This is an optimization exercise on Yosys and OpenROAD, whose aim is small area, not a production implementation. Function was checked by simulation only, so behaviour that the tests miss may differ from the original. Power figures rest on the tool's default switching activity, not on a simulated workload.

### flow/constraint.sdc
create_clock -name core_clock -period 5.0 [get_ports {clk}]
set_input_delay 1.0000 -clock core_clock [delete_from_list [all_inputs] [get_ports {clk}]]
set_output_delay 1.0000 -clock core_clock [all_outputs]
set_load 0.01 [all_outputs]
### flow/design.v
module photon_host_ctrl #(
   parameter int NWORDS        = 8,
   parameter int POLL_TIMEOUT  = 1024,
   parameter int SETTLE_CYCLES = 1
) (
   input  logic                 clk,
   input  logic                 rst,
   input  logic                 start,
   input  logic [32*NWORDS-1:0] msg,
   output logic                 busy,
   output logic                 done,
   output logic                 err,
   output logic [32*NWORDS-1:0] digest,
   output logic [2:0]           bus_opcode,
   output logic [2:0]           bus_addr,
   output logic [31:0]          bus_data_in,
   input  logic [31:0]          bus_data_out,
   input  logic                 bus_ready
);
   localparam int MW = 32 * NWORDS;
   localparam logic [2:0] OP_NONE  = 3'd0;
   localparam logic [2:0] OP_READ  = 3'd1;
   localparam logic [2:0] OP_WRITE = 3'd2;
   localparam logic [2:0] OP_HASH  = 3'd3;
   localparam logic [2:0] OP_CHECK = 3'd4;
   logic          idle_q, busy_q;
   logic          pre_q, poll_q, rd_q, fin_q;
   logic          err_q;
   logic          ld_q, hold_q;      
   logic [9:0]    cnt_q;
   logic [MW-1:0] buf_q;
   logic [MW-1:0] digest_nq;
   logic          nvld_q;
   logic [MW-1:0] shift_v;
   logic unused_bus_ready;
   assign unused_bus_ready = bus_ready;
   wire acc      = idle_q & start;
   wire cnt9     = cnt_q[3] & cnt_q[0];         
   wire pre_end  = pre_q & cnt9;
   wire hit      = poll_q & bus_data_out[0];
   wire tmo      = poll_q & ~bus_data_out[0] & (&cnt_q);
   wire ld_d     = rd_q & (cnt_q[2:0] == 3'd6);
   always_ff @(posedge clk or posedge rst) begin
      if (rst) begin
         idle_q <= 1'b1;
         nvld_q <= 1'b1;
      end else begin
         idle_q <= (idle_q & ~start) | fin_q;
         nvld_q <= nvld_q & ~ld_q;
      end
   end
   always_ff @(posedge clk or posedge rst) begin
      if (rst) begin
         busy_q <= 1'b0;
         pre_q  <= 1'b0;
         poll_q <= 1'b0;
         rd_q   <= 1'b0;
         fin_q  <= 1'b0;
         err_q  <= 1'b0;
         ld_q   <= 1'b0;
      end else begin
         busy_q <= (busy_q & ~fin_q) | acc;
         pre_q  <= acc | (pre_q & ~cnt9);
         poll_q <= pre_end | (poll_q & ~bus_data_out[0] & ~(&cnt_q));
         rd_q   <= hit | (rd_q & ~ld_q);
         fin_q  <= tmo | ld_q;
         err_q  <= (err_q & ~acc) | tmo;
         ld_q   <= ld_d;
      end
   end
   always_ff @(posedge clk) begin
      cnt_q  <= (idle_q | pre_end | hit) ? 10'd0 : cnt_q + 10'd1;
      hold_q <= ~ld_d;
   end
   assign shift_v = {bus_data_out, buf_q[MW-1:32]};
   always_ff @(posedge clk)
      buf_q <= ~(({MW{busy_q}} | msg) & ({MW{idle_q}} | shift_v));
   for (genvar j = 0; j < NWORDS; j++) begin : g_dig
      if (j < NWORDS - 1 && j % 2 == 0) begin : g_inv
         always_ff @(posedge clk)
            digest_nq[32*j +: 32] <= ({32{ld_q}}   & shift_v[32*j +: 32]) |
                                     ({32{hold_q}} & digest_nq[32*j +: 32]);
      end else begin : g_true
         always_ff @(posedge clk)
            digest_nq[32*j +: 32] <= ~(({32{hold_q}} | shift_v[32*j +: 32]) &
                                       ({32{ld_q}}   | digest[32*j +: 32]));
      end
   end
   assign bus_opcode = {poll_q,
                        pre_q & ~cnt9,
                        rd_q | (pre_q & cnt_q[3] & ~cnt_q[0])};
   assign busy        = busy_q;
   assign done        = fin_q;
   assign err         = err_q;
   assign digest      = ~(digest_nq | {MW{nvld_q}});
   assign bus_addr    = cnt_q[2:0];
   assign bus_data_in = buf_q[31:0] ^ {32{~cnt_q[0]}};
endmodule
### flow/config.mk
export PLATFORM = sky130hd
export DESIGN_NAME = photon_host_ctrl
export DESIGN_NICKNAME = photon_host_ctrl
export VERILOG_FILES = /design/flow/design.v
export SDC_FILE = /design/flow/constraint.sdc
export NUM_CORES = 4
export LEC_CHECK = 0
export CAP_MARGIN = 20
export CORE_MARGIN = 2
export CORE_UTILIZATION = 50
export PLACE_DENSITY = 0.65
export SLEW_MARGIN = 20
### flow/standard.sh
#!/bin/bash
# synth_recipe.tcl (not shown) runs the flow's synth.tcl, then flattens the netlist and writes it again
# the make line also repeats each setting of config.mk as NAME=value (left out here)
make -C /OpenROAD-flow-scripts/flow DESIGN_CONFIG=/design/flow/config.mk WORK_HOME=/design/flow/orfs CLKGATE_MAP_FILE= SYNTH_SCRIPT=/design/flow/synth_recipe.tcl "${@:-finish}"
### flow/flow/run.sh
#!/bin/bash
# Standard ORFS layout with small port buffers and a lighter clock tree.
export BUFFER_PORTS_ARGS="-buffer_cell sky130_fd_sc_hd__buf_1"
export CTS_ARGS="-sink_clustering_enable -repair_clock_nets -dont_use_dummy_load -sink_clustering_size 10 -sink_clustering_max_diameter 40 -buf_list sky130_fd_sc_hd__clkbuf_4"
bash standard.sh > standard.log 2>&1
==> metrics.md, run 1 <==
| Metric | Value |
|---|---|
| Initial antenna violation count | `17` |
| Clock network fraction of total power | `13.2%` |
| Register area | `10,720 um2` |
| Routability congestion estimate | `0.9077` |
| Critical path peak fanout | `58` |
| Worst-Skew Late Latency | `700 ps` |
| CTS buffer count | `68` |
| Power per cell area | `760.6 nW/um2` |
| Ports | `589` |
| Reg power frac | `52.2%` |
| EDFF count, synth | `0` |
| Unique cell type count in the Yosys netlist | `32` |
| Pre-CTS WS | `2149 ps` |
| Switching Fraction | `38.23%` |
| Grt ovf | `0` |
| DR vias | `14,130` |
| Area of the multi-input gates | `5087 um2` |
| Synth top area cells | `dfxtp_1 (64%), o22ai_1 (15%), a22o_1 (6.8%)` |
| Number of fill cells | `3,014` |
| Post-synth top area share | `63.69%` |
| Critical path endpoint category | `output port` |
| Max clock buf depth | `3` |
| Crit. Startpoint | `nvld_q` |
| DRC | `0` |
| Max frequency | `279.3 MHz` |
| Die area | `34,350 um2` |
| WL/cell | `21.27 um` |
| Crit path DAT | `2580 ps` |
| Syn Area/Cell | `10.65 um2` |
| Sw power | `5.620 mW` |
| Tcrit/Tclk final | `71.60%` |
| Worst r2r dst | `buf_q[135]` |
| Setup TNS | `0 ps` |
| HPWL Detailed | `36,670 um` |
| Max Clock Skew | `47.74 ps` |
| Largest net degree at the start of global routing | `141` |
| Setup crit start kind | `flip-flop` |
| R2r startpoint | `idle_q` |
| Critical Path, Cell by Cell | `buf_4 -> nor2_1 -> buf_1` |
| Die Y | `185.3 um` |
| Slew Viols, Final | `0` |
| CORE AREA | `32,450 um2` |
| Fin crit period | `3580 ps` |
| Seq cells post-synth | `532` |
| Largest area contributor in the netlist | `dfxtp_1` |
| TritonRoute pass-1 iters | `5` |
| Mapped Area | `16,440 um2` |
| DRT iter0 DRCs | `1,117` |
| Setup bufs post-CTS | `0` |
| Root Buffer | `clkbuf_4` |
| Design Area, Final | `19,330 um2` |
| Row count | `66` |
| Maxcap violations | `0` |
| Post_cts resized | `0` |
| Reg clk slew, reported paths | `110 ps` |
| Pint | `9.080 mW` |
| LEAKAGE | `7.439 nW` |
| Setup ws final | `1420 ps` |
| Register area share after synthesis | `65.07%` |
| Relative slew margins | `29.36%` |
| Combinational share of power | `34.7%` |
| Starting Density | `50.66%` |
| Die W | `185.3 um` |
| WS Path Type | `flip-flop to output port` |
| Worst IR Drop VDD | `0.3856 mV` |
| Final hold vios | `0` |
| First-pass GRT wire length | `77,380 um` |
| CTS sink cnt | `532` |
| Max stage delay cell, worst path | `dfstp_4` |
| Fraction of layout cells with a size suffix above 1 | `4.371%` |
| Port Buffers | `587` |
| Worst Tran Pin Value | `1060 ps` |
| Htree depth | `3` |
| Vias in the first global route | `13,250` |
| Setup-failing EPs final | `0` |
| RSZ-0062 raised after global routing | `no` |
| Nets | `2,355` |
| Gate Count Post-Synth | `1,544` |
| CTS tree | `built` |
| Slowest stage delay, CP | `890 ps` |
| YS warnings | `1` |
| Post-DP Area | `18,770 um2` |
| Gr usage total | `29.46%` |
| P&R area growth vs syn | `17.56%` |
| Worst R2R Setup Slack | `2710 ps` |
| Vias/cell | `5.611` |
| Hold Crit Class | `input pin to asynchronous set/reset pin` |
| Drt total wl | `53,560 um` |
| Post-synth net total | `1,838` |
| Crit path required time | `4000 ps` |
| ANT nets after route | `0` |
| Ys flop type | `dfxtp_1` |
| Outcome | `timing/DRC/antenna clean` |
| Worst R2R Path Depth | `2` |
| Hold buffer count at CTS | `0` |
| Synth async-reset ratio | `1.692%` |
layout make-up:
cell class	instances	area share, %
flip-flops and latches	532	55.46
repair buffers	600	12.36
diodes	17	0.2201
clock buffers	68	2.641
well taps	442	2.862
inverters	7	0.1360
multi-input cells	852	26.32
synthesized netlist by cell type, types with 5 or more instances:
library cell    n
buf_1          14
buf_2          28
inv_1           7
o21ai_0         6
a22o_1        128
nor2_1        261
nand3_1         5
clkbuf_1      106
dfxtp_1       523
o22ai_1       384
dfrtp_1         7
nand2_1         5
xnor2_1        33
a21oi_1         5
buf_4           5
sequential cells by signal (all words and copies together) (netlist names):
register and count:
poll_q 1, fin_q 1, digest_nq 256, err_q 1, cnt_q 10, hold_q 1
pre_q 1, nvld_q 1, ld_q 1, rd_q 1, buf_q 256, busy_q 1
idle_q 1
metrics by stage:
stage | hold WS (ps) | power [mW] | instances | utilization (%)
after floorplan | 422.0 | 10.73 | 1544 | -
after global placement | 425.0 | 12.68 | 2432 | 57.78
after detailed placement | 432.0 | 12.82 | 2433 | 57.85
after CTS | 200.6 | 14.74 | 2501 | 59.42
after global routing | 205.0 | 15.62 | 2516 | 59.53
final | 237.5 | 14.70 | 2518 | 59.55
critical path: cells and delay by family (launching register included):
kind	cells	cell delay (ps)
flops	1	890
simple gates	1	180
buf+inv	2	780
kinds of logic (layout without fill, tap and decap cells):
kind of cell	Yosys count	count (layout)	synth area share [%]
AOI/OAI and AO/OA	529	529	22.04
xor gates and xnor gates	35	35	1.865
adders and majority gates	2	2	0.1522
buffers and inverters	160	675	3.981
DFF	532	532	65.07
other	0	17	0
and+or+nand+nor	286	286	6.888
cell usage in the layout (no fill, tap or decap), types with 5 or more instances in the layout:
master / instances
buf_1: 587
dfxtp_1: 521
o22ai_1: 384
nor2_1: 261
a22o_1: 128
clkbuf_4: 68
xnor2_1: 33
diode_2: 17
inv_1: 7
buf_12: 7
o21ai_0: 6
buf_4: 6
nand3_1: 5
nand2_1: 5
a21oi_1: 5
dfrtp_1: 5
how the worst max path moves through the flow:
stage	to	slack [ps]	cells after the start
after floorplan	digest[194]	2710	4
after global placement	digest[44]	2170	3
after detailed placement	digest[44]	2150	3
after CTS	digest[44]	1370	3
after global routing	digest[44]	1280	3
final	digest[57]	1420	3
routing by layer:
layer  share of wire (%)  vias to the layer above  global-route usage [%]
met5               0.021                        -                       0
met4                 3.8                        2                   14.54
met3                 9.2                      110                   8.730
met2                  49                      681                   48.13
met1                  38                     6666                   35.40
li1                    -                     6670                       -
power by group through the flow:
stage                     clock network, mW  logic (mW)  registers, mW
after floorplan                           0        3.62           7.11
after global placement                    0        4.98           7.70
after detailed placement                  0        5.09           7.73
after CTS                              1.99        5.10           7.65
after global routing                   2.15        5.59           7.88
final                                  1.93        5.10           7.67
==> inputs of run 2 (changes only) <==
==> flow/flow/run.sh (replaced) <==
#!/bin/bash
# Standard ORFS layout with small port buffers and a lighter clock tree.
export BUFFER_PORTS_ARGS="-buffer_cell sky130_fd_sc_hd__buf_1"
export CTS_ARGS="-sink_clustering_enable -repair_clock_nets -dont_use_dummy_load -sink_clustering_size 8 -sink_clustering_max_diameter 40 -buf_list \"sky130_fd_sc_hd__clkbuf_2 sky130_fd_sc_hd__clkbuf_4\""
bash standard.sh > standard.log 2>&1
==> metrics.md, run 2 <==
| Metric | Value |
|---|---|
| Outcome | `timing/DRC/antenna clean` |
| Most frequent cell after synthesis | `dfxtp_1` |
| Max frequency | `278.0 MHz (-0.47%)` |
| Row count | `66 (unchanged)` |
| Commonest non-fill, non-tap cell in the layout | `buf_1` |
| Starting Density | `50.66% (unchanged)` |
| Vias/cell | `5.575 (-0.65%)` |
| Critical path endpoint category | `output port` |
| EDFF count, synth | `0 (unchanged)` |
| Tcrit/Tclk final | `71.94% (+0.34 points)` |
| Final Power | `14.84 mW (+0.92%)` |
| Post-synth top area share | `63.69% (unchanged)` |
| Worst-Skew Late Latency | `750 ps (+50 ps)` |
| Largest regs | `buf_q: 256 flops, digest_nq: 256 flops, cnt_q: 10 flops` |
| Port Buffers | `587 (unchanged)` |
| Setup-failing EPs final | `0 (unchanged)` |
| Worst R2R Path Depth | `2 (unchanged)` |
| Post_cts resized | `0 (unchanged)` |
| Post-DP Area | `18,770 um2 (unchanged)` |
| Syn Area/Cell | `10.65 um2 (unchanged)` |
| Register area share after synthesis | `65.07% (unchanged)` |
| Hold slack | `185.2 ps (-52.34 ps)` |
| Routability congestion estimate | `0.9077 (unchanged)` |
| Worst IR Drop VDD | `0.4340 mV (+13%)` |
| Largest net degree at the start of global routing | `141 (unchanged)` |
| Worst Tran Pin Value | `1076 ps (+15.87 ps)` |
| Nets | `2,365 (+0.42%)` |
| DR vias | `14,090 (-0.29%)` |
| Power per cell area | `764.8 nW/um2 (+0.55%)` |
| R2r startpoint | `idle_q` |
| Worst r2r dst | `buf_q[135]` |
| YS warnings | `1 (unchanged)` |
| Setup bufs post-CTS | `0 (unchanged)` |
| DRC | `0 (unchanged)` |
| P&R area growth vs syn | `18.00%` |
| Synth top cells by count | `dfxtp_1 (523), o22ai_1 (384), nor2_1 (261)` |
| Initial antenna violation count | `17 (unchanged)` |
| Max Clock Skew | `62.74 ps (+15.00 ps)` |
| Number of fill cells | `2,996 (-0.60%)` |
| Crit path required time | `4000 ps (about the same)` |
| CTS buffer count | `78 (+15%)` |
| Final hold vios | `0 (unchanged)` |
| Post-synth net total | `1,838 (unchanged)` |
| RSZ-0062 raised after global routing | `no` |
| Htree depth | `3 (unchanged)` |
| Gate Count Post-Synth | `1,544 (unchanged)` |
| Root Buffer | `clkbuf_4` |
| Synth top area cells | `dfxtp_1 (64%), o22ai_1 (15%), a22o_1 (6.8%)` |
| Most frequent cells in the layout | `buf_1 (587), dfxtp_1 (521), o22ai_1 (384), nor2_1 (261), a22o_1 (128)` |
| WL/cell | `21.27 um (about the same)` |
| WS Path Type | `flip-flop to output port` |
| Hold buffer count at CTS | `0 (unchanged)` |
| Critical path peak fanout | `58 (unchanged)` |
| Ys flop type | `dfxtp_1` |
| Hold Crit Class | `input pin to asynchronous set/reset pin` |
| LEAKAGE | `7.485 nW (+0.62%)` |
| DRT iter0 DRCs | `1,121 (+0.36%)` |
| Grt ovf | `0 (unchanged)` |
| Die Y | `185.3 um (unchanged)` |
| Crit path DAT | `2600 ps (+20 ps)` |
| Die W | `185.3 um (unchanged)` |
| ANT nets after route | `0 (unchanged)` |
| Design Area, Final | `19,400 um2 (+0.38%)` |
| CORE AREA | `32,450 um2 (unchanged)` |
| Largest area contributor in the netlist | `dfxtp_1` |
| Worst R2R Setup Slack | `2640 ps (-70 ps)` |
| Synth async-reset ratio | `1.692% (unchanged)` |
| First-pass GRT wire length | `77,430 um (about the same)` |
| Fraction of layout cells with a size suffix above 1 | `4.833% (+0.46 points)` |
| Setup crit start kind | `flip-flop` |
| Mapped Area | `16,440 um2 (unchanged)` |
| TritonRoute pass-1 iters | `5 (unchanged)` |
| CTS sink cnt | `532 (unchanged)` |
| Drt total wl | `53,760 um (+0.38%)` |
| Setup ws final | `1403 ps (-16.84 ps)` |
| Fin crit period | `3597 ps (+16.84 ps)` |
| Max clock buf depth | `3 (unchanged)` |
| HPWL Detailed | `36,670 um (unchanged)` |
| Gr usage total | `29.62% (+0.16 points)` |
| Die area | `34,350 um2 (unchanged)` |
| CTS tree | `built` |
| Maxcap violations | `0 (unchanged)` |
| Reg clk slew, reported paths | `90 ps (-20 ps)` |
| Unique cell type count in the Yosys netlist | `32 (unchanged)` |
| Seq cells post-synth | `532 (unchanged)` |
| Vias in the first global route | `13,310 (+0.46%)` |
| Relative slew margins | `28.30% (-1.1 points)` |
| Setup TNS | `0 ps (unchanged)` |
| Pre-CTS WS | `2149 ps (unchanged)` |
| Slew Viols, Final | `0 (unchanged)` |
| Ports | `589 (unchanged)` |
-- run 2: cell counts after synthesis --
No cell type changed its count.
-- run 2: critical path: stages (launching register included) --
cell and delay, ps:
dfstp_4 890, buf_4 610, nor2_1 160, buf_1 200
-- run 2: power by group --
group / total, mW / internal, mW / switching, mW
clock: 2.06 / 0.719 / 1.35
sequential: 7.67 / 6.36 / 1.32
combinational: 5.10 / 2.10 / 3.00
-- run 2: cell families (layout without fill, tap and decap cells) --
kind of cell / Yosys count / in the layout / synth area share [%]
flip-flops: 532 / 532 / 65.07
AO/OA/AOI/OAI: 529 / 529 / 22.04
AND/OR/NAND/NOR: 286 / 286 / 6.888
buffers and inverters: 160 / 685 / 3.981
XOR/XNOR: 35 / 35 / 1.865
adder cells (fa/ha/maj): 2 / 2 / 0.1522
other: 0 / 16 / 0
-- run 2: how the worst max path moves through the flow --
| stage | start | end | slack, ps |
|---|---|---|---|
| after global routing | nvld_q | digest[44] | 1260 |
| after detailed placement | nvld_q | digest[44] | 2150 |
| after global placement | nvld_q | digest[44] | 2170 |
| final | nvld_q | digest[44] | 1400 |
| after CTS | nvld_q | digest[44] | 1310 |
| after floorplan | nvld_q | digest[194] | 2710 |
-- run 2: per-stage QoR --
stage,instances,utilization [%]
2_1_floorplan,1544,-
3_3_place_gp,2432,57.78
3_5_place_dp,2433,57.85
4_1_cts,2511,59.65
5_1_grt,2525,59.76
6_report,2527,59.77
-- run 2: cell type report --
type                    instances  area (um2)  area share (%)
multi-input cells             852        5087           26.23
clock buffers                  78       585.6           3.019
flip-flops and latches        532       10720           55.25
inverters                       7       26.28          0.1354
diodes                         16       40.04          0.2064
repair buffers                600        2389           12.31
well taps                     442       553.0           2.851
-- run 2: routing by layer --
metal  track usage (%)  routed length, um  up-vias
li1                  -                  -     6693
met1             34.86              20770     6624
met2             48.00              25900      646
met3             8.808               4786      121
met4             17.30               2281        4
met5                 0                 22        -

port drivers added, routing unchanged:
Ports are ideal in the flow. The routed layouts listed here were re-timed in OpenROAD.
Step 1: set_driving_cell puts a clkbuf_16 on clk and a buf_2 on each other input, an assumption about the parent block.
Step 2 also shifts input and output timing later by t, the mid clock arrival at the registers, as if the neighbouring blocks saw the same clock.
a / b / c = ideal / step 1 / step 2; a / b = the first two.
run	shift t [ns]	setup slack, ns	hold slack, ns	cell pins on the clock port's net
run 1	0.730	1.420 / 1.370 / 2.100	0.238 / 0.241 / 0.408	1
run 2	0.764	1.403 / 1.354 / 2.118	0.185 / 0.187 / 0.418	1
After both steps setup and hold are still met in every run listed.
